Background: an optimization exercise with open tools, aiming at small area. Do not read the settings as production practice. The RTL was checked by simulation tests, not by an equivalence proof against the original design. No activity file was given, so power comes from the tool's default toggle rates. The flow treats the clock pin as an ideal source, which a real chip does not have.

==> flow/flow/run.sh <==
#!/bin/bash
# Own layout flow: the standard flow, with two changes that only affect how the layout is
# built: ABC maps the logic with an area-recovering script (the registers, mapped by dfflibmap
# before ABC, are untouched), the port buffers use the smallest buffer cell, and clock tree synthesis adds no dummy loads.
set -euo pipefail
W=$(pwd)

# synthesis: the standard flow's own synthesis script; only the ABC script it reads is different
rm -rf "$W/syn_scripts"
cp -r "$FLOW_HOME/scripts" "$W/syn_scripts"
cp "$W/flow/abc_area.script" "$W/syn_scripts/abc_speed.script"
bash standard.sh SCRIPTS_DIR="$W/syn_scripts" synth > "$W/synth.log" 2>&1

# the rest of the standard flow
cat >> "$W/config.mk" <<'EOC'
export BUFFER_PORTS_ARGS = -buffer_cell sky130_fd_sc_hd__buf_1
export CTS_ARGS = -sink_clustering_enable -repair_clock_nets -sink_clustering_size 25 -sink_clustering_max_diameter 100 -dont_use_dummy_load
EOC
bash standard.sh > "$W/layout.log" 2>&1
==> flow/flow/abc_area.script <==
&get -n
&st
&syn2
&dch -f
&nf -a -R 1000
&st
&dch -f
&nf -a -R 1000
&put
==> flow/standard.sh <==
#!/bin/bash
# synth_recipe.tcl (not shown) runs the flow's synth.tcl, then flattens the netlist and writes it again
# the make line also repeats each setting of config.mk as NAME=value (left out here)
make -C /OpenROAD-flow-scripts/flow DESIGN_CONFIG=/design/flow/config.mk WORK_HOME=/design/flow/orfs CLKGATE_MAP_FILE= SYNTH_SCRIPT=/design/flow/synth_recipe.tcl "${@:-finish}"
==> flow/config.mk <==
export PLATFORM = sky130hd
export DESIGN_NAME = trigger_top
export DESIGN_NICKNAME = trigger_top
export VERILOG_FILES = /design/flow/design.v
export SDC_FILE = /design/flow/constraint.sdc
export NUM_CORES = 4
export LEC_CHECK = 0
export CAP_MARGIN = 20
export CORE_MARGIN = 2
export CORE_UTILIZATION = 70
export CTS_CLUSTER_DIAMETER = 100
export CTS_CLUSTER_SIZE = 25
export SLEW_MARGIN = 20
export BUFFER_PORTS_ARGS = -buffer_cell sky130_fd_sc_hd__buf_1
export CTS_ARGS = -sink_clustering_enable -repair_clock_nets -sink_clustering_size 25 -sink_clustering_max_diameter 100 -dont_use_dummy_load
==> flow/constraint.sdc <==
create_clock -name core_clock -period 5.0 [get_ports {ttc_clk}]
set_input_delay 1.0000 -clock core_clock [delete_from_list [all_inputs] [get_ports {ttc_clk}]]
set_output_delay 1.0000 -clock core_clock [all_outputs]
set_load 0.01 [all_outputs]
==> flow/design.v <==
package trigger_pkg;
    localparam int n_chan          = 5;   
    localparam int trig_num_w      = 24;  
    localparam int timestamp_w     = 44;  
    localparam int trig_type_w     = 3;
    localparam int delay_w         = 16;
    localparam int fifo_depth_log2 = 4;   
    localparam int trig_rec_w      = trig_num_w + trig_type_w + timestamp_w;        
    localparam int acq_rec_w       = 2 * trig_num_w + trig_type_w + n_chan;       
    typedef logic [trig_num_w-1:0]  trig_num_t;
    typedef logic [timestamp_w-1:0] timestamp_t;
    typedef logic [trig_type_w-1:0] trig_type_t;   
    typedef logic [n_chan-1:0]      chan_mask_t;   
    typedef logic [delay_w-1:0]     delay_t;       
    typedef struct packed {
        trig_num_t  trig_num;
        trig_type_t trig_type;
        timestamp_t timestamp;
    } trig_rec_t;
    typedef struct packed {
        trig_num_t  trig_num;
        trig_num_t  event_num;
        trig_type_t trig_type;
        chan_mask_t chan_mask;    
    } acq_rec_t;
    typedef struct packed {
        trig_num_t  trig_num;
        trig_type_t trig_type;
    } acq_req_t;
    typedef struct packed {
        trig_num_t  event_num;
        trig_num_t  trig_num;
        trig_type_t trig_type;
        timestamp_t timestamp;
    } readout_info_t;
    typedef enum logic [2:0] {
        cac_idle,
        cac_delay,       
        cac_fire,        
        cac_wait_done,
        cac_log          
    } cac_state_t;
    typedef enum logic [1:0] {
        tp_idle,
        tp_issue,        
        tp_wait_done
    } tp_state_t;
endpackage
module trigger_top (
    input  logic          ttc_clk,
    input  logic          rst,
    input  logic          rst_trigger_num,         
    input  logic          rst_trigger_timestamp,   
    input  trigger_pkg::trig_num_t     trig_num_preset,    
    input  trigger_pkg::timestamp_t    timestamp_preset,   
    input  logic          ttc_trigger,
    input  trigger_pkg::trig_type_t    trig_type,
    input  trigger_pkg::chan_mask_t    chan_en,
    input  trigger_pkg::delay_t        trig_delay,
    input  trigger_pkg::chan_mask_t    chan_dones,
    output trigger_pkg::chan_mask_t    chan_trig,
    input  logic          readout_ready,
    input  logic          readout_done,
    output logic          initiate_readout,
    output logic          send_empty_event,
    output trigger_pkg::readout_info_t readout_info,
    output trigger_pkg::trig_num_t     trig_num,
    output trigger_pkg::timestamp_t    trig_timestamp,
    output logic          error_trig_rate,
    output logic          error_trig_num,
    output logic          error_trig_type
);
    localparam logic [2:0] C_IDLE  = 3'd0;
    localparam logic [2:0] C_DELAY = 3'd1;
    localparam logic [2:0] C_FIRE  = 3'd2;
    localparam logic [2:0] C_WAIT  = 3'd3;
    localparam logic [2:0] C_LOG   = 3'd4;
    localparam logic [1:0] P_IDLE  = 2'd0;
    localparam logic [1:0] P_ISSUE = 2'd1;
    localparam logic [1:0] P_WAIT  = 2'd2;
    logic [43:0] ts_cnt;
    logic        acq_strobe;
    logic [2:0]  type_q;         
    logic [2:0]  cstate;
    logic [4:0]  mask_q;
    logic [15:0] dcnt;
    logic        x_pos, x_neg;   
    logic [1:0]  pstate;
    logic        empty_q;
    logic [4:0]  nt;             
    logic [3:0]  wp, rp;         
    logic [3:0]  wts, rts;       
    logic [23:0] tn_mem [16];
    logic [23:0] ev_mem [16];
    logic        em_mem [16];
    logic [46:0] ts_mem [15];
    logic        c_idle, c_log, acq_ready, accept, take, full;
    logic [23:0] num_base, inc_in, inc_out, ev_rec;
    assign c_idle    = (cstate == C_IDLE);
    assign c_log     = (cstate == C_LOG);
    assign full      = nt[4];
    assign acq_ready = c_idle && !full && !acq_strobe;
    assign accept    = ttc_trigger && acq_ready;
    assign num_base  = rst_trigger_num ? trig_num_preset : trig_num;
    assign inc_in    = c_log ? trig_num : num_base;
    assign inc_out   = inc_in + 24'd1;
    assign ev_rec    = x_pos ? inc_out : trig_num;
    always_ff @(posedge ttc_clk) begin
        if (rst) begin
            ts_cnt <= '0;
        end else if (rst_trigger_timestamp) begin
            ts_cnt <= timestamp_preset;
        end else begin
            ts_cnt <= ts_cnt + 44'd1;
        end
    end
    always_ff @(posedge ttc_clk) begin
        if (rst) begin
            acq_strobe      <= 1'b0;
            trig_num        <= '0;
            trig_timestamp  <= '0;
            error_trig_rate <= 1'b0;
        end else begin
            acq_strobe <= accept;
            trig_num   <= accept ? inc_out : num_base;
            if (accept) trig_timestamp <= ts_cnt;
            if (ttc_trigger && !acq_ready) error_trig_rate <= 1'b1;
        end
    end
    always_ff @(posedge ttc_clk) begin
        if (accept) type_q <= trig_type;
    end
    logic all_done, to_log, x_zero;
    assign all_done  = ((chan_dones & mask_q) == mask_q);
    assign to_log    = (c_idle && acq_strobe && (chan_en == '0)) ||
                       ((cstate == C_WAIT) && all_done);
    assign chan_trig = (cstate == C_FIRE) ? mask_q : '0;
    assign x_zero    = rst_trigger_num || (!x_pos && !x_neg);
    always_ff @(posedge ttc_clk) begin
        if (rst) begin
            cstate <= C_IDLE;
            x_pos  <= 1'b0;
            x_neg  <= 1'b0;
        end else begin
            x_pos <= to_log ? x_zero : (!accept && !rst_trigger_num && x_pos);
            x_neg <= accept ? x_zero : (!to_log && !rst_trigger_num && x_neg);
            case (cstate)
                C_IDLE: begin
                    if (acq_strobe) begin
                        if (chan_en == '0)          cstate <= C_LOG;
                        else if (trig_delay == '0) cstate <= C_FIRE;
                        else                       cstate <= C_DELAY;
                    end
                end
                C_DELAY: if (dcnt == 16'd1) cstate <= C_FIRE;
                C_FIRE:  cstate <= C_WAIT;
                C_WAIT:  if (all_done) cstate <= C_LOG;
                default: cstate <= C_IDLE;
            endcase
        end
    end
    always_ff @(posedge ttc_clk) begin
        if (c_idle && acq_strobe) begin
            mask_q <= chan_en;
            dcnt   <= trig_delay;
        end else if (cstate == C_DELAY) begin
            dcnt <= dcnt - 16'd1;
        end
    end
    logic        ring_any, save;
    logic [3:0]  wp_prev;
    assign ring_any = (nt > 5'd1) || ((nt == 5'd1) && acq_strobe);
    assign save     = accept && ((nt > 5'd1) || ((nt == 5'd1) && !take));
    assign wp_prev  = wp - 4'd1;
    always_ff @(posedge ttc_clk) begin
        if (rst) begin
            nt  <= '0;
            wp  <= '0;
            rp  <= '0;
            wts <= '0;
            rts <= '0;
        end else begin
            nt <= nt + {4'd0, acq_strobe} - {4'd0, take};
            if (acq_strobe) wp <= wp + 4'd1;
            if (take) rp <= rp + 4'd1;
            if (save) wts <= (wts == 4'd14) ? 4'd0 : wts + 4'd1;
            if (take && ring_any) rts <= (rts == 4'd14) ? 4'd0 : rts + 4'd1;
        end
    end
    always_ff @(posedge ttc_clk) begin
        if (acq_strobe) tn_mem[wp] <= trig_num;
        if (c_log) begin
            ev_mem[wp_prev] <= ev_rec;
            em_mem[wp_prev] <= (mask_q == '0);
        end
        if (save) ts_mem[wts] <= {type_q, trig_timestamp};
    end
    logic [46:0] head_ts;
    logic [15:0] rsel;
    logic [14:0] tsel;
    logic [23:0] head_ev, head_tn;
    logic        head_em;
    assign take     = (pstate == P_IDLE) && readout_ready && (nt > {4'd0, !c_idle});
    assign rsel     = rst ? 16'd0 : (16'd1 << rp);
    assign tsel     = (rst || !ring_any) ? 15'd0 : (15'd1 << rts);
    always_comb begin
        head_ev = '0;
        head_tn = '0;
        head_em = 1'b0;
        head_ts = (rst || ring_any) ? 47'd0 : {type_q, trig_timestamp};
        for (int i = 0; i < 16; i++) begin
            head_ev = head_ev | ({24{rsel[i]}} & ev_mem[i]);
            head_tn = head_tn | ({24{rsel[i]}} & tn_mem[i]);
            head_em = head_em | (rsel[i] & em_mem[i]);
        end
        for (int i = 0; i < 15; i++) begin
            head_ts = head_ts | ({47{tsel[i]}} & ts_mem[i]);
        end
    end
    assign initiate_readout = (pstate == P_ISSUE) && !empty_q;
    assign send_empty_event = (pstate == P_ISSUE) && empty_q;
    assign error_trig_num   = 1'b0;
    assign error_trig_type  = 1'b0;
    always_ff @(posedge ttc_clk) begin
        if (rst || take) begin
            readout_info <= {head_ev, head_tn, head_ts};
            empty_q      <= head_em;
        end
    end
    always_ff @(posedge ttc_clk) begin
        if (rst) begin
            pstate <= P_IDLE;
        end else begin
            case (pstate)
                P_IDLE: if (take) pstate <= P_ISSUE;
                P_ISSUE: pstate <= readout_done ? P_IDLE : P_WAIT;
                P_WAIT:  if (readout_done) pstate <= P_IDLE;
                default: pstate <= P_IDLE;
            endcase
        end
    end
endmodule
==> results of run 1 <==
[layer usage]
| layer | global-route usage (%) | vias up | share of wire [%] |
|---|---|---|---|
| met5 | 0 | - | 0.0071 |
| li1 | - | 16100 | - |
| met2 | 59.8 | 2959 | 49 |
| met4 | 14.4 | 2 | 3.8 |
| met3 | 5.89 | 392 | 12 |
| met1 | 49.6 | 19100 | 35 |
[layout make-up]
| cell class | count | area, sq um |
|---|---|---|
| sequential | 1751 | 51200 |
| fill | 5075 | 20300 |
| antenna | 1 | 2.50 |
| timing repair buffer | 420 | 2340 |
| tap | 1176 | 1470 |
| inverter | 39 | 156 |
| multi-input combinational | 1817 | 12300 |
| clock buffer | 80 | 2000 |
[layout by cell type, fill, tap and decap left out, types with 23 or more instances in the layout]
cell / count
edfxtp_1: 1609
nand4_1: 41
nand3_1: 94
nand2_1: 352
o21ai_0: 63
buf_4: 128
nor2_4: 23
mux2i_1: 27
ha_1: 28
and3_1: 57
clkbuf_16: 80
nor2_1: 117
xnor2_1: 39
nor2_2: 25
clkinv_1: 35
a211oi_1: 70
a21oi_1: 146
a22oi_1: 139
a222oi_1: 353
xor2_1: 29
buf_1: 272
dfxtp_1: 142
[report_power, final]
group	internal (W)	switching, W	leakage, nW
Clock	0.00287	0.00404	0.986
Combinational	0.00113	0.00293	5.07
Sequential	0.0176	0.000665	16.1
Total	0.0216	0.00763	22.2
[logic make-up after synthesis]
group                    Yosys count  share of synthesized area [%]
flip-flops                      1751                           81.0
AO/OA/AOI/OAI                    849                           10.7
AND/OR/NAND/NOR                  835                           6.04
XOR/XNOR                          68                          0.942
buffers and inverters             41                          0.255
multiplexers                      34                          0.552
adder cells (fa/ha/maj)           29                          0.586
other                              1                        0.00593
[worst max path at each step]
stage,to,slack (ns),depth (start not counted)
after CTS,ev_mem[0][16],0.27,15
after global routing,ev_mem[13][14],0.03,15
after global placement,ev_mem[4][20],0.11,16
final,ev_mem[13][14],0.40,15
after floorplan,ev_mem[0][20],0.16,16
after detailed placement,ev_mem[13][20],-0.14,16
[sequential cells by signal, indices dropped and copies added (netlist names), 5 cells and up]
| register | count |
|---|---|
| mask_q | 5 |
| dcnt | 16 |
| ts_mem | 705 |
| trig_num | 24 |
| nt | 5 |
| ev_mem | 384 |
| trig_timestamp | 44 |
| ts_cnt | 44 |
| tn_mem | 384 |
| readout_info | 95 |
| em_mem | 16 |
[worst max-delay path, delay by kind of cell, from the launching register on]
| family | cells | cell delay [ns] |
|---|---|---|
| AOI/OAI and AO/OA | 3 | 1.02 |
| DFF | 1 | 0.49 |
| and+or+nand+nor | 8 | 2.13 |
| buffers and inverters | 2 | 0.25 |
| adders and majority gates | 1 | 0.24 |
| muxes | 1 | 0.14 |
[metrics by stage]
step           hold WS, ns  power [W]  setup TNS [ns]  cell area, sq um  setup slack (ns)
6_report             0.487     0.0292               0             69500             0.397
5_1_grt              0.504     0.0301               0             69500            0.0279
4_1_cts              0.482     0.0292               0             69400             0.266
3_5_place_dp         0.475     0.0225           -2.29             67400            -0.144
3_3_place_gp         0.457     0.0223               0             67300             0.109
2_1_floorplan        0.436     0.0205               0             63300             0.160
[timing repair]
item,in CTS,in global routing
setup endpoints to repair,4,4
resized for setup,1,1
cloned,0,0
==> qor.txt, run 1 <==
Via count: 38600
Clock transition at path regs: 0.10 ns
Hold buffers post-CTS: 0
Yosys reg bits: 1751
Min-Delay Path Class: reg2reg
Finished Layout Cells: 5284
Crit-path cells: nor3b_1, nand2b_4, mux2i_1, clkinv_1, ha_1, nand2_1, or3_1, or3_1, nor2_1, nand2_1, or3_1, buf_4, o21ai_0, o21ai_0, a21oi_1
Crit Path Class: reg2reg
Post-CTS setup buffer count: 0
Clk Latency, worst-skew pair: 0.67 ns
Total track usage: 36.3%
Seq/Total Area, Yosys: 81.0%
CTS buffer count: 80
Core Rows: 110
WP data required: 5.34 ns
Synthesis-to-finish area growth: 9.91%
Critical R2R Capture: ev_mem[13][14]
CP endpoint kind: register
CP startpoint: cstate[2]
DRC violations left: 0
CTS tree: yes
Status: no timing/DRC/antenna violations
Most numerous cell in the Yosys netlist: edfxtp_1
Hold path start: ts_cnt[6]
WL final: 169 mm
First-pass GRT wire length: 245 mm
Share of layout cells above drive strength 1: 7.94%
Initial antenna violation count: 3
Wire per inst: 32.0 um
VDD IR-drop max: 0.000334 V
H-tree depth: 3
Synth Cell Area: 63200 sq um
Worst Tran Pin Value: 1.14 ns
Max_slew headroom: 23.8%
Number of antenna-violating nets in the routed design: 0
Number of flops mapped to enable cells by yosys: 1609
Pin count of the biggest net entering global routing: 51
Top cells by count, synth: edfxtp_1, a222oi_1, nand2_1, nor2_1, a21oi_1
Top Ports: 277
Dominant cell type by area after synthesis: edfxtp_1
RSZ-0062 raised after global routing: false
Inst Count DP: 5201
Hold path cells: 2
Die X: 304 um
Cell repeated most along the worst path: or3_1
Synth top area share: 76.5%
Data arrival, critical path: 4.94 ns
Synth top area cells: edfxtp_1, a222oi_1, dfxtp_1, nand2_1, a22oi_1
Synth warnings: 1
Hold Crit Endpoint: trig_timestamp[6]
Fin util: 77.4%
Die Span Y: 304 um
Share of synthesized registers carrying an async set or reset: 0%
Total gr overflow: 0
Initial core utilization: 70.4%
DP HPWL: 93.4 mm
Max Freq: 0.217 GHz
Synth Flop Type: edfxtp_1
RD Place Congestion: 0.936
Setup violations, final: 0
Via density: 7.30
Slowest cell on crit path: a21oi_1
Layout Nets: 4242
Netlist cell types: 46
CTS sink cnt: 1751
Starting DRT DRC Count: 7188
Critical R2R Launch: cstate[2]
Fin crit share: 92.1%
Worst Reg-to-Reg Cells: 15
Slew Viols, Final: 0
Max-cap violations: 0
CTS root buffer: clkbuf_16
Worst clock skew: 0.0538 ns
1st-pass router iterations: 13
Core area: 89700 sq um
Final min period: 4.60 ns
Syn Inst Count: 3608
Crit-path max cell delay: 0.73 ns
Average cell area after synthesis: 17.5 sq um
Clock tree buffer depth: 3
Static Leak: 22.2 nW
R2R setup slack: 0.40 ns
CP startpoint kind: register
Port Buffers: 274
Die Area: 92700 sq um
Number of hold violations in the final report: 0
PD cells: 420 nW/um^2
Vias in the first global route: 37900
Worst-path fanout max: 16
==> inputs of run 2 (changes only) <==
--- a/flow/flow/run.sh
+++ b/flow/flow/run.sh
@@ -14,6 +14,6 @@
 # the rest of the standard flow
 cat >> "$W/config.mk" <<'EOC'
 export BUFFER_PORTS_ARGS = -buffer_cell sky130_fd_sc_hd__buf_1
-export CTS_ARGS = -sink_clustering_enable -repair_clock_nets -sink_clustering_size 25 -sink_clustering_max_diameter 100 -dont_use_dummy_load
+export CTS_ARGS = -sink_clustering_enable -repair_clock_nets -sink_clustering_size 30 -sink_clustering_max_diameter 80 -dont_use_dummy_load
 EOC
 bash standard.sh > "$W/layout.log" 2>&1
==> flow/config.mk (replaced) <==
export PLATFORM = sky130hd
export DESIGN_NAME = trigger_top
export DESIGN_NICKNAME = trigger_top
export VERILOG_FILES = /design/flow/design.v
export SDC_FILE = /design/flow/constraint.sdc
export NUM_CORES = 4
export LEC_CHECK = 0
export CAP_MARGIN = 20
export CORE_MARGIN = 2
export CORE_UTILIZATION = 70
export CTS_CLUSTER_DIAMETER = 80
export CTS_CLUSTER_SIZE = 30
export SLEW_MARGIN = 20
export BUFFER_PORTS_ARGS = -buffer_cell sky130_fd_sc_hd__buf_1
export CTS_ARGS = -sink_clustering_enable -repair_clock_nets -sink_clustering_size 30 -sink_clustering_max_diameter 80 -dont_use_dummy_load
==> qor.txt, run 2 <==
Largest family of logic cells by synthesized area: compound AO/OA/AOI/OAI gates
Via count: 38500 (-0.16%)
Pin count of the biggest net entering global routing: 51 (unchanged)
Die X: 304 um (unchanged)
Worst clock skew: 0.0546 ns (+0.000752 ns)
CTS tree: yes
Total track usage: 36.3% (-0.057 points)
Yosys reg bits: 1751 (unchanged)
Max Freq: 0.214 GHz (-1.6%)
DRC violations left: 0 (unchanged)
Max_slew headroom: 23.1% (-0.65 points)
Vias in the first global route: 37700 (-0.52%)
Status: no timing/DRC/antenna violations
CP endpoint kind: register
RSZ-0062 raised after global routing: false
CP startpoint kind: register
Met3 usage: 6.11% (+0.22 points)
Total gr overflow: 0 (unchanged)
Die Span Y: 304 um (unchanged)
Synth top area share: 76.5% (unchanged)
Total power: 0.0288 W (-1.5%)
Worst Tran Pin Value: 1.15 ns (+0.00972 ns)
Clk Latency, worst-skew pair: 0.68 ns (about the same)
H-tree depth: 3 (unchanged)
CTS root buffer: clkbuf_16
Final min period: 4.68 ns (+0.0732 ns)
Clock transition at path regs: 0.11 ns (about the same)
Worst Hold Slack: 0.491 ns (+0.00363 ns)
CTS sink cnt: 1751 (unchanged)
1st-pass router iterations: 10 (-3)
Post-CTS setup buffer count: 0 (unchanged)
Initial antenna violation count: 3 (unchanged)
Port Buffers: 274 (unchanged)
Top Ports: 277 (unchanged)
Most numerous cell in the Yosys netlist: edfxtp_1
Layout Nets: 4230 (-0.28%)
Synth Cell Area: 63200 sq um (unchanged)
First-pass GRT wire length: 245 mm (-0.12%)
Share of layout cells above drive strength 1: 7.67% (-0.27 points)
Starting DRT DRC Count: 7243 (+0.77%)
Max reg flops: 705 (unchanged)
Average cell area after synthesis: 17.5 sq um (unchanged)
Busiest grt layer: met2
Die Area: 92700 sq um (unchanged)
Crit Path Class: reg2reg
Wire per inst: 32.1 um (+0.24%)
Number of antenna-violating nets in the routed design: 0 (unchanged)
WL final: 169 mm (about the same)
Slew Viols, Final: 0 (unchanged)
CP startpoint: cstate[2]
Seq/Total Area, Yosys: 81.0% (unchanged)
Top cells by count, synth: edfxtp_1, a222oi_1, nand2_1, nor2_1, a21oi_1
Synth Area in Simple Gates: 6.04% (unchanged)
Hold buffers post-CTS: 0 (unchanged)
Core Rows: 110 (unchanged)
Synth top area cells: edfxtp_1, a222oi_1, dfxtp_1, nand2_1, a22oi_1
Post-synthesis mux area share: 0.552% (unchanged)
Netlist cell types: 46 (unchanged)
Dominant cell type by area after synthesis: edfxtp_1
PD cells: 416 nW/um^2 (-1.1%)
Data arrival, critical path: 4.98 ns (+0.04 ns)
Setup violations, final: 0 (unchanged)
Share of synthesized registers carrying an async set or reset: 0% (unchanged)
Hold path start: ts_cnt[31]
Fin crit share: 93.5% (+1.5 points)
RD Place Congestion: 0.936 (unchanged)
Via density: 7.30 (about the same)
Critical R2R Launch: cstate[2]
Post-Synth XOR/XNOR Area: 0.942% (unchanged)
Worst-path fanout max: 16 (unchanged)
Synth Flop Type: edfxtp_1
Synth Area in Compound Gates: 10.7% (unchanged)
Largest Register: ts_mem
Number of flops mapped to enable cells by yosys: 1609 (unchanged)
Commonest cells after routing, fill and taps aside: edfxtp_1, a222oi_1, nand2_1, buf_1, a21oi_1
Static Leak: 22.0 nW (-0.62%)
Number of hold violations in the final report: 0 (unchanged)
Met1 Track Usage GR: 49.3% (-0.28 points)
Largest regs: ts_mem x705, ev_mem x384, tn_mem x384
Syn Inst Count: 3608 (unchanged)
Min-Delay Path Class: reg2reg
Met2 Use GR: 60.3% (+0.56 points)
VDD IR-drop max: 0.000363 V (+8.7%)
DP HPWL: 93.4 mm (unchanged)
Max-cap violations: 0 (unchanged)
CTS buffer count: 69 (-14%)
WP data required: 5.31 ns (-0.03 ns)
Commonest non-fill, non-tap cell in the layout: edfxtp_1
Core area: 89700 sq um (unchanged)
Clock tree buffer depth: 3 (unchanged)
Synthesis-to-finish area growth: 9.47%
Synth warnings: 1 (unchanged)
Initial core utilization: 70.4% (unchanged)
Adder-cell share of the synthesized area: 0.586% (unchanged)
[run 2: timing repair]
| action | in CTS | in global routing |
|---|---|---|
| pin swaps | 0 | 0 |
| cloned | 0 | 0 |
| endpoints found under the setup margin | 16 | 32 |
| endpoints found under the hold margin | 0 | 0 |
| resized for setup | 1 | 2 |
[run 2: metal layers]
layer | part of all wire (%) | routed length, um
met2 | 49 | 83100
met5 | 0.014 | 23
met1 | 35 | 58500
met3 | 13 | 21300
met4 | 3.7 | 6230
[run 2: path summary, 6_finish.rpt]
path / endpoint / slack [ns] / cells after the start
max: ev_mem[4][14] / 0.32 / 15
min: trig_timestamp[31] / 0.49 / 2
max reg2reg: ev_mem[4][14] / 0.32 / 15
min reg2reg: trig_timestamp[31] / 0.49 / 2
[run 2: report_power, final]
group          total (W)  internal, W  switching [W]
registers         0.0182       0.0176       0.000662
clock network    0.00649      0.00250        0.00398
logic            0.00406      0.00113        0.00293
total             0.0288       0.0212        0.00757
[run 2: cell families after synthesis]
family,after synthesis
DFF,1751
buffers and inverters,41
other,1
muxes,34
xor gates and xnor gates,68
AOI/OAI and AO/OA,849
and+or+nand+nor,835
adders and majority gates,29
[run 2: stage by stage]
stage | setup WS [ns] | instances | cell area [sq um] | TNS (ns) | utilization (%)
2_1_floorplan | 0.160 | 3609 | 63300 | 0 | -
3_3_place_gp | 0.109 | 5200 | 67300 | 0 | 75.1
3_5_place_dp | -0.144 | 5201 | 67400 | -2.29 | 75.1
4_1_cts | 0.248 | 5270 | 69100 | 0 | 77.0
5_1_grt | 0.00256 | 5271 | 69200 | 0 | 77.1
6_report | 0.324 | 5273 | 69200 | 0 | 77.1
[run 2: final cells by class]
cell class                 count  area (sq um)
antenna                        2          5.00
clock buffer                  69          1730
fill                        5091         20600
inverter                      39           156
multi-input combinational   1817         12300
sequential                  1751         51200
tap                         1176          1470
timing repair buffer         419          2340
[run 2: critical path: stages (launching register included)]
cell	delay, ns
dfxtp_1	0.49
nor3b_1	0.37
nand2b_4	0.25
mux2i_1	0.15
clkinv_1	0.10
ha_1	0.24
nand2_1	0.12
or3_1	0.40
or3_1	0.40
nor2_1	0.17
nand2_1	0.08
or3_1	0.33
buf_4	0.15
o21ai_0	0.14
o21ai_0	0.15
a21oi_1	0.77
==> inputs of run 3 (changes only) <==
--- a/flow/config.mk
+++ b/flow/config.mk
@@ -5,11 +5,11 @@
 export SDC_FILE = /design/flow/constraint.sdc
 export NUM_CORES = 4
 export LEC_CHECK = 0
-export CAP_MARGIN = 20
+export CAP_MARGIN = 5
 export CORE_MARGIN = 2
 export CORE_UTILIZATION = 70
 export CTS_CLUSTER_DIAMETER = 80
 export CTS_CLUSTER_SIZE = 30
-export SLEW_MARGIN = 20
+export SLEW_MARGIN = 5
 export BUFFER_PORTS_ARGS = -buffer_cell sky130_fd_sc_hd__buf_1
 export CTS_ARGS = -sink_clustering_enable -repair_clock_nets -sink_clustering_size 30 -sink_clustering_max_diameter 80 -dont_use_dummy_load
==> qor.txt, run 3 <==
CTS buffer count: 69 (unchanged)
Total track usage: 36.4% (+0.095 points)
Number of hold violations in the final report: 0 (unchanged)
First-pass GRT wire length: 246 mm (+0.26%)
Adder-cell share of the synthesized area: 0.586% (unchanged)
Die X: 304 um (unchanged)
Share of synthesized registers carrying an async set or reset: 0% (unchanged)
Via count: 38500 (-0.093%)
Initial core utilization: 70.4% (unchanged)
Yosys reg bits: 1751 (unchanged)
Worst Setup Slack, final: 0.342 ns (+0.0175 ns)
Syn Inst Count: 3608 (unchanged)
Synth Area in Compound Gates: 10.7% (unchanged)
1st-pass router iterations: 10 (unchanged)
Via density: 7.30 (about the same)
Port Buffers: 274 (unchanged)
Layout Nets: 4229 (-0.024%)
Fin crit share: 93.2% (-0.35 points)
Final setup TNS: 0 ns (unchanged)
Setup violations, final: 0 (unchanged)
Crit Path Class: reg2reg
Pin count of the biggest net entering global routing: 51 (unchanged)
Post-CTS setup buffer count: 0 (unchanged)
Int Pwr: 0.0212 W (about the same)
Data arrival, critical path: 5.00 ns (+0.02 ns)
DRC violations left: 0 (unchanged)
Most numerous cell in the Yosys netlist: edfxtp_1
Wire per inst: 32.1 um (+0.11%)
Average cell area after synthesis: 17.5 sq um (unchanged)
CTS sink cnt: 1751 (unchanged)
CP startpoint: cstate[2]
Sequential share of power: 63.3% (about the same)
Synth top area cells: edfxtp_1, a222oi_1, dfxtp_1, nand2_1, a22oi_1
Met3 WL: 21.4 mm (+0.72%)
Met2 routed WL: 82.7 mm (-0.46%)
Clk Latency, worst-skew pair: 0.67 ns (about the same)
CP endpoint kind: register
CP startpoint kind: register
Fin util: 77.0% (-0.088 points)
Diode count: 0 (-2)
Die Span Y: 304 um (unchanged)
CTS root buffer: clkbuf_16
Largest family of logic cells by synthesized area: compound AO/OA/AOI/OAI gates
H-tree depth: 3 (unchanged)
Synth Area in Simple Gates: 6.04% (unchanged)
Commonest cells after routing, fill and taps aside: edfxtp_1, a222oi_1, nand2_1, buf_1, a21oi_1
Max reg flops: 705 (unchanged)
Final min period: 4.66 ns (-0.0175 ns)
Worst Tran Pin Value: 1.29 ns (+0.137 ns)
Max Freq: 0.215 GHz (+0.38%)
Vias in the first global route: 37800 (+0.42%)
Dpl ws: -0.179 ns (-0.0350 ns)
Synth Cell Area: 63200 sq um (unchanged)
Psw: 0.00758 W (+0.13%)
Slew Viols, Final: 0 (unchanged)
Worst clock skew: 0.0433 ns (-0.0113 ns)
Number of flops mapped to enable cells by yosys: 1609 (unchanged)
Die Area: 92700 sq um (unchanged)
Top Ports: 277 (unchanged)
Largest regs: ts_mem x705, ev_mem x384, tn_mem x384
Synthesis-to-finish area growth: 9.35%
Worst-path fanout max: 16 (unchanged)
DP HPWL: 93.2 mm (-0.23%)
Post-Synth XOR/XNOR Area: 0.942% (unchanged)
Share of layout cells above drive strength 1: 7.43% (-0.24 points)
Number of antenna-violating nets in the routed design: 0 (unchanged)
Synth Flop Type: edfxtp_1
Core Rows: 110 (unchanged)
Initial antenna violation count: 3 (unchanged)
Min-Delay Path Class: reg2reg
RD Place Congestion: 0.936 (unchanged)
Clock transition at path regs: 0.11 ns (about the same)
Total gr overflow: 0 (unchanged)
Hold path start: ts_cnt[3]
Sw Ratio: 26.3% (about the same)
Synth warnings: 1 (unchanged)
Hold buffers post-CTS: 0 (unchanged)
Critical R2R Launch: cstate[2]
Netlist cell types: 46 (unchanged)
Seq/Total Area, Yosys: 81.0% (unchanged)
Synth top area share: 76.5% (unchanged)
DR top layer: met5
Clock tree buffer depth: 3 (unchanged)
PD cells: 416 nW/um^2 (+0.15%)
Commonest non-fill, non-tap cell in the layout: edfxtp_1
Static Leak: 22.0 nW (about the same)
Post-synthesis mux area share: 0.552% (unchanged)
Max-cap violations: 0 (unchanged)
Top cells by count, synth: edfxtp_1, a222oi_1, nand2_1, nor2_1, a21oi_1
Clock power frac: 22.6% (about the same)
WP data required: 5.34 ns (+0.03 ns)
Power share of the combinational group: 14.1% (about the same)
Core area: 89700 sq um (unchanged)
Starting DRT DRC Count: 7188 (-0.76%)
WL final: 169 mm (about the same)
Status: no timing/DRC/antenna violations
VDD IR-drop max: 0.000372 V (+2.3%)
CTS tree: yes
Max_slew headroom: 14.0% (-9.1 points)
RSZ-0062 raised after global routing: false
Dominant cell type by area after synthesis: edfxtp_1
M1 WL: 58.7 mm (+0.39%)
Largest Register: ts_mem
[run 3: cell counts after synthesis]
Identical to the previous run, type by type.
[run 3: final timing paths]
check                      end  slack (ns)  cells past startpoint
max reg2reg      ev_mem[8][14]        0.34                     15
max              ev_mem[8][14]        0.34                     15
min          trig_timestamp[3]        0.48                      2
min reg2reg  trig_timestamp[3]        0.48                      2
[run 3: final cells by class]
cell class | count | area [sq um]
timing repair buffer | 418 | 2300
sequential | 1751 | 51200
tap | 1176 | 1470
multi-input combinational | 1817 | 12300
fill | 5033 | 20600
inverter | 39 | 156
clock buffer | 69 | 1730
[run 3: cell families after synthesis]
| kind of cell | after synthesis |
|---|---|
| AOI/OAI and AO/OA | 849 |
| xor gates and xnor gates | 68 |
| adders and majority gates | 29 |
| buffers and inverters | 41 |
| DFF | 1751 |
| muxes | 34 |
| other | 1 |
| and+or+nand+nor | 835 |
[run 3: worst max-delay path, cell delays in order, from the launching register on]
cell,delay [ns]
dfxtp_1,0.48
nor3b_1,0.43
nand2b_4,0.27
mux2i_1,0.14
clkinv_1,0.11
ha_1,0.25
nand2_1,0.13
or3_1,0.39
or3_1,0.41
nor2_1,0.16
nand2_1,0.08
or3_1,0.34
buf_4,0.15
o21ai_0,0.13
o21ai_0,0.15
a21oi_1,0.75
[run 3: power by group through the flow]
| stage | Clock [W] | Combinational [W] | Sequential, W |
|---|---|---|---|
| floorplan | 0 | 0.00179 | 0.0187 |
| CTS | 0.00652 | 0.00400 | 0.0182 |
| global placement | 0 | 0.00384 | 0.0185 |
| finish | 0.00650 | 0.00405 | 0.0182 |
| global route | 0.00695 | 0.00432 | 0.0183 |
| detailed placement | 0 | 0.00398 | 0.0185 |
[run 3: through the flow]
stage | hold slack, ns | total power (W) | instances | area (sq um)
after floorplan | 0.436 | 0.0205 | 3609 | 63300
after global placement | 0.457 | 0.0223 | 5200 | 67300
after detailed placement | 0.464 | 0.0225 | 5200 | 67300
after CTS | 0.483 | 0.0287 | 5269 | 69100
after global routing | 0.509 | 0.0296 | 5270 | 69100
final | 0.483 | 0.0288 | 5270 | 69100
[run 3: per-layer routing]
metal | track usage (%) | vias to the layer above
met1 | 49.5 | 19100
met5 | 0 | -
met4 | 13.3 | 4
met3 | 6.10 | 389
li1 | - | 16000
met2 | 60.4 | 2939
[run 3: what timing repair did]
action / CTS / global route
pin swaps: 0 / 0
resized for setup: 1 / 3
endpoints found under the setup margin: 16 / 48

-- port drivers added, routing unchanged --
No port has a modelled driver above. Below, the same layouts with a new extraction and two added sets of constraints. Step 1, drivers: a clkbuf_16 drives ttc_clk and a buf_2 each remaining input, both assumed. Step 2 moves the port delays by t, midway between the first and last clock arrival at a register: inputs arrive t later, outputs are due t later. That takes back most of the time a late clock gives input paths. a / b / c = ideal ports / drivers / drivers and shift; a / b = the first two.
run	shift t [ns]	setup slack, ns	worst data-port slew with drivers (ns)
run 1	0.724	0.397 / 0.397 / 0.249	0.14
run 2	0.724	0.324 / 0.324 / 0.155	0.16
run 3	0.720	0.342 / 0.342 / 0.246	0.15
After both steps every run listed still meets setup and hold. For run 2, which loses most, drivers alone change the setup slack by 0.000 ns; drivers and shift together by -0.169 ns.
